From an optimization exercise on the open Yosys and OpenROAD flow, aimed at a short achievable clock period and few clock cycles; shortcuts taken in it are not production practice.
Only simulation tests tie the RTL to the original design; equivalence was not proved.
Power is estimated from default activity; no workload was simulated.

Setup of onyx:
// cpu_core
module cpu_core (
    input  logic        clk,
    input  logic        reset,
    output logic [31:0] imem_addr,
    input  logic [31:0] imem_data,
    output logic [31:0] dmem_addr,
    output logic [31:0] dmem_wdata,
    output logic        dmem_we,
    input  logic [31:0] dmem_rdata
);
Size: ~160 I/O pins, about 67000 sq um of cells after synthesis.
Settings: LEC_CHECK=0, ABC_AREA=0, ABC_CLOCK_PERIOD_IN_PS=2500, CAP_MARGIN=20, CELL_PAD_IN_SITES_DETAIL_PLACEMENT=1, CELL_PAD_IN_SITES_GLOBAL_PLACEMENT=2, CORE_MARGIN=2, CORE_UTILIZATION=45, PLACE_DENSITY=0.65, SETUP_SLACK_MARGIN=5, SLEW_MARGIN=20, TNS_END_PERCENT=100; clock period 8.0 ns.
run.sh (not shown) runs the stock make flow with config.mk's settings and CLKGATE_MAP_FILE= SYNTH_SCRIPT=/design/flow/synth_recipe.tcl, a recipe that flattens the netlist after the stock synthesis.
onyx reached the final stage; the timing, design-rule and antenna checks on its layout passed.
Testbench counts of onyx, summed over its fixed seeds: cycles 54,486.
#### Input delta (cedar over onyx)
--- a/flow/design.v
+++ b/flow/design.v
@@ -125,13 +125,13 @@
     logic [31:0] sum;
     logic [31:0] logic_res;
     logic [31:0] result;
     logic        redirect;
     logic        e_eq, e_z;
     logic [31:0] e_p, e_c, bsum;
-    assign e_cok = e_ctab[{eff_n, eff_z}];
+    assign e_cok = m_sf ? e_ctab[{m_res[31], m_z}] : e_ctab[{flag_n, flag_z}];
     assign src_a = e_a;
     assign src_b = e_b;
     assign sdata = e_sd;
     assign e_p  = src_a ^ src_b;
     assign e_c  = ks_carry(src_a, src_b, e_sub);
     assign sum  = e_p ^ e_c;
@@ -148,14 +148,16 @@
         else if (e_mov) e_z = ~|src_b;
         else            e_z = (src_a ^ src_b) == {(src_a[30:0] | src_b[30:0]), 1'b0};
     end
     logic        redirect_e, redirect_m;
     logic [7:0]  r_alo;
     logic [21:0] r_ahs, r_ahc;
-    assign redirect_e = e_br && !e_fsf && e_rtab[{eff_n, eff_z}];
-    assign redirect_m = m_fchk && m_rtab[{eff_n, eff_z}];
+    assign redirect_e = e_br && !e_fsf &&
+                        (m_sf ? e_rtab[{m_res[31], m_z}] : e_rtab[{flag_n, flag_z}]);
+    assign redirect_m = m_fchk &&
+                        (m_sf ? m_rtab[{m_res[31], m_z}] : m_rtab[{flag_n, flag_z}]);
     assign redirect   = redirect_m || redirect_e;
     assign r_alo      = redirect_m ? m_alo : e_alo;
     assign r_ahs      = redirect_m ? m_ahs : e_ahs;
     assign r_ahc      = redirect_m ? m_ahc : e_ahc;
     logic [3:0]  d_cond;
     logic        d_rw, d_ld, d_st, d_sf;
@@ -201,20 +203,25 @@
     always_comb begin
         f_hs = d_valid ? nxt_s : hi_rs;
         f_hc = d_valid ? nxt_c : hi_rc;
     end
     function automatic logic [31:0] rd_port(input logic [3:0] ra, input logic [15:0] oh);
         logic [31:0] v;
-        v = {32{oh[15]}} & {d_pc8w, 2'b00};
+        v = 32'd0;
         for (int i = 0; i < 15; i++) v = v | ({32{oh[i]}} & regs[i]);
         if (m_rw && m_wa == ra) rd_port = m_wd;
         else                    rd_port = v;
     endfunction
     assign d_rv1  = rd_port(q_rn, q_rn_oh);
     assign d_rv2  = rd_port(q_ra2, q_ra2_oh);
     assign d_opb  = q_imm ? q_immx : (d_rv2 ^ {32{q_sub}});
+    logic [31:0] pc8v;
+    logic        r15a, r15b;
+    assign pc8v = {d_pc8w, 2'b00};
+    assign r15a = q_rn_oh[15];
+    assign r15b = q_ra2_oh[15];
     logic        e_wr, fw_a, fw_b, fw_s;
     assign e_wr = e_rw && e_cok;
     assign fw_a = e_wr && e_wa == q_rn;
     assign fw_b = e_wr && e_wa == q_ra2 && !q_imm;
     assign fw_s = e_wr && e_wa == q_ra2;
     logic        d_zk, d_nk, d_z, d_n, d_act, d_known, d_redirect;
@@ -275,21 +282,27 @@
             h_xsf  = h_xsf  | (h_i[i] & btb_xsf[i]);
             h_tlo  = h_tlo  | ({8{h_i[i]}} & btb_tlo[i]);
             h_toff = h_toff | ({22{h_i[i]}} & btb_toff[i]);
         end
     end
     assign hit = |h_i;
-    logic [BN-1:0] zr_k, zr_v, zr_w, zm_k, zm_v;
+    logic [BN-1:0] zr_k, zr_v, zr_w, zm_k, zm_v, zq_m, zq_de;
     always_comb begin
         for (int i = 0; i < BN; i++) begin
-            zm_k[i] = m_rw && m_wa == btb_rn[i];
+            zm_k[i] = m_rw && zq_m[i];
             zm_v[i] = m_res == {24'd0, btb_imm[i]};
             zr_k[i] = btb_zok[i] && (zr_w[i] || zm_k[i]) &&
-                      !(zm_k[i] && m_ld) &&
-                      !(e_rw && e_wa == btb_rn[i]) &&
-                      !(d_rw && d_instr[15:12] == btb_rn[i]);
+                      !(zm_k[i] && m_ld) && !zq_de[i];
+        end
+    end
+    always_ff @(posedge clk) begin
+        for (int i = 0; i < BN; i++) begin
+            logic [3:0] rn;
+            rn = (bs_v && btb_rr == 2'(i)) ? bs_rn : btb_rn[i];
+            zq_m[i]  <= e_wa == rn;
+            zq_de[i] <= (f_rwx && f_ins[15:12] == rn) || (d_rw && d_instr[15:12] == rn);
         end
     end
     logic [BN-1:0] p_i;
     logic [7:0]    h_nxt;
     always_comb begin
         h_nxt = 8'd0;
@@ -439,18 +452,19 @@
         e_orr   <= q_orr;
         e_mov   <= q_mov;
         e_sub   <= q_sub;
         e_arith <= q_arith;
         e_subf  <= q_subf;
         e_a     <= ({32{fw_a && e_arith}} & sum) | ({32{fw_a && !e_arith}} & logic_res) |
-                   ({32{!fw_a}} & d_rv1);
+                   ({32{!fw_a && !r15a}} & d_rv1) | ({32{r15a}} & pc8v);
         e_b     <= ({32{fw_b && e_arith}} & bsum) |
                    ({32{fw_b && !e_arith}} & (logic_res ^ {32{q_sub}})) |
-                   ({32{!fw_b}} & d_opb);
+                   ({32{!fw_b && (q_imm || !r15b)}} & d_opb) |
+                   ({32{!q_imm && r15b}} & (pc8v ^ {32{q_sub}}));
         e_sd    <= ({32{fw_s && e_arith}} & sum) | ({32{fw_s && !e_arith}} & logic_res) |
-                   ({32{!fw_s}} & d_rv2);
+                   ({32{!fw_s && !r15b}} & d_rv2) | ({32{r15b}} & pc8v);
         e_alo   <= d_altlo;
         e_ahs   <= alt_s;
         e_ahc   <= alt_c;
     end
     always_ff @(posedge clk or posedge reset) begin
         if (reset) begin
Findings:
Global-route wire length before repair: cedar vs onyx up 5300 um
Looking only at standard cell core area, and setting everything else aside, the higher value of cedar and onyx goes to cedar.
The share of cells above drive strength 1 number comes out higher for onyx vs cedar.
In the reports for cedar and onyx, the larger smallest setup slack after layout belongs to onyx.
Lower total non-filler cell area in the finished layout among cedar and onyx: onyx
cedar against onyx: top fanout value on the critical path has increased; internal portion of total power rose by 0.33%.
Summary of cedar over onyx: final-layout clock buffer total has decreased, normalized max-slew margin went down 3.7 points.
For the total routing resource utilization after global routing, cedar came in 0.26 points higher than onyx did.
On detail-routed net length per standard cell, the higher figure sits with onyx, not cedar.
Testbench counts of cedar, summed over its fixed seeds: cycles 54,555.


== west ==
cpu_core again, from the RTL that the note above started with.
## cpu_core
module cpu_core (
    input  logic        clk,
    input  logic        reset,
    output logic [31:0] imem_addr,
    input  logic [31:0] imem_data,
    output logic [31:0] dmem_addr,
    output logic [31:0] dmem_wdata,
    output logic        dmem_we,
    input  logic [31:0] dmem_rdata
);
    function automatic [31:0] ks_carry(input logic [31:0] a, input logic [31:0] b,
                                       input logic cin);
        logic [31:0] p, gg, pp, gn, pn;
        p  = a ^ b;
        gg[0] = a[0] & b[0];
        pp[0] = p[0];
        for (int i = 1; i < 32; i++) begin
            gg[i] = (a[i] & b[i]) | (a[i] & a[i-1] & b[i-1]) | (b[i] & a[i-1] & b[i-1]);
            pp[i] = p[i] & p[i-1];
        end
        for (int l = 1; l < 5; l++) begin
            gn = gg;
            pn = pp;
            for (int i = 0; i < 32; i++) begin
                if (i >= (1 << l)) begin
                    gn[i] = gg[i] | (pp[i] & gg[i - (1 << l)]);
                    pn[i] = pp[i] & pp[i - (1 << l)];
                end
            end
            gg = gn;
            pp = pn;
        end
        ks_carry = {gg[30:0] | (pp[30:0] & {31{cin}}), cin};
    endfunction
    function automatic [31:0] ks_add(input logic [31:0] a, input logic [31:0] b,
                                     input logic cin);
        ks_add = (a ^ b) ^ ks_carry(a, b, cin);
    endfunction
    function automatic logic cond_pass(input logic [3:0] c, input logic n, input logic z);
        case (c)
            4'b0000: cond_pass = z;
            4'b0001: cond_pass = !z;
            4'b0100: cond_pass = n;
  ...
Settings: LEC_CHECK=0, ABC_AREA=0, ABC_CLOCK_PERIOD_IN_PS=2500, CAP_MARGIN=20, CELL_PAD_IN_SITES_DETAIL_PLACEMENT=1, CELL_PAD_IN_SITES_GLOBAL_PLACEMENT=2, CORE_MARGIN=2, CORE_UTILIZATION=40, SETUP_SLACK_MARGIN=5, SLEW_MARGIN=20, TNS_END_PERCENT=100; clock period 8.0 ns.
Testbench counts of west, summed over its fixed seeds: cycles 54,486.
Modified inputs, north compared to west
--- a/flow/design.v
+++ b/flow/design.v
@@ -488,36 +488,38 @@
             flag_z <= m_z;
         end
     end
     logic bt_present, bt_fill, bt_rule;
     always_comb begin
         bt_present = 1'b0;
         for (int i = 0; i < BN; i++)
             bt_present = bt_present | (btb_v[i] && btb_key[i] == d_pclo);
     end
-    assign bt_rule = !q_sf || (q_subf && f_ins[31:29] != 3'b010);
+    logic f_nop;
+    assign f_nop   = f_ins[27:26] == 2'b11 || !(cond_flagged(f_ins[31:28]) || f_ins[31:28] == 4'b1110);
+    assign bt_rule = !q_sf || (q_subf && f_ins[31:29] != 3'b010) || f_nop;
     logic [9:0] bt_t;
     assign bt_t = {2'b00, d_pclo} + 10'd3 + {2'b00, f_ins[7:0]};
-    assign bt_fill = d_valid && !q_brc && !stall && f_br && bt_rule && !bt_present &&
+    assign bt_fill = d_valid && !q_brc && !stall && (f_br || f_nop) && bt_rule && !bt_present &&
                      !(bs_v && bs_key == d_pclo) && fa == d_pclo + 8'd1;
     logic        bs_v, bs_xsf, bs_zok;
     logic [7:0]  bs_key, bs_k2, bs_imm;
     logic [3:0]  bs_cond, bs_rn;
     logic [23:0] bs_off;
     logic [9:0]  bs_t;
     always_ff @(posedge clk or posedge reset) begin
         if (reset) bs_v <= 1'b0;
         else       bs_v <= bt_fill;
     end
     always_ff @(posedge clk) begin
         bs_key  <= d_pclo;
         bs_k2   <= d_pclo + 8'd2;
-        bs_cond <= f_ins[31:28];
+        bs_cond <= f_nop ? 4'b1111 : f_ins[31:28];
         bs_off  <= f_ins[23:0];
         bs_xsf  <= q_sf;
         bs_t    <= bt_t;
         bs_zok  <= q_subf && d_cond == 4'b1110 && d_instr[25];
         bs_rn   <= q_rn;
         bs_imm  <= d_instr[7:0];
     end
     always_ff @(posedge clk or posedge reset) begin
         if (reset) begin
[summary]
- Design area up about 0.7% in north wrt west
- north improves on west in worst max-slew margin expressed relative to the limit.
- The maximum number of pins on one net before global-route repair in north sits 1 below the value recorded for west.
- Compared with west, north is hungrier on power.
- north vs. west: routed length on met2 saw an increase; power per unit of standard cell area saw an increase; number of gates on the worst path with buffers counted saw a decrease; via total after detailed routing saw an increase.
- Sequential power of west is on par with north.
- The post-route core utilization of north is higher than that of west.
Testbench counts of north, summed over its fixed seeds: cycles 53,507.

-- what the ideal ports hide --
No port has a modelled driver above. Below, the same layouts with a new extraction and two added sets of constraints. Step 1 sets driving cells, clkbuf_16 on the clock port and buf_2 on the other inputs (assumed; they add their load-dependent delay and slew). Step 2 adds t to the input delays and takes it off the output delays; t is the mean of the earliest and latest rising clock arrival at the registers after step 1. Input paths then give back, and output paths get back, about the clock's delay inside the block. a / b / c = no drivers / after step 1 / after step 2; a / b = the first two.
| run | shift t [ns] | setup WS [ns] | hold WS [ns] |
|---|---|---|---|
| onyx | 0.879 | 4.807 / 4.807 / 3.964 | 0.326 / 0.326 / 0.326 |
| cedar | 0.886 | 4.727 / 4.727 / 4.019 | 0.322 / 0.322 / 0.322 |
| west | 0.923 | 4.751 / 4.751 / 4.024 | 0.323 / 0.323 / 0.323 |
| north | 0.921 | 4.655 / 4.655 / 4.085 | 0.325 / 0.325 / 0.325 |
After both steps setup and hold are still met in every run listed. For onyx, which loses most, drivers alone change the setup slack by 0.000 ns; drivers and shift together by -0.843 ns.
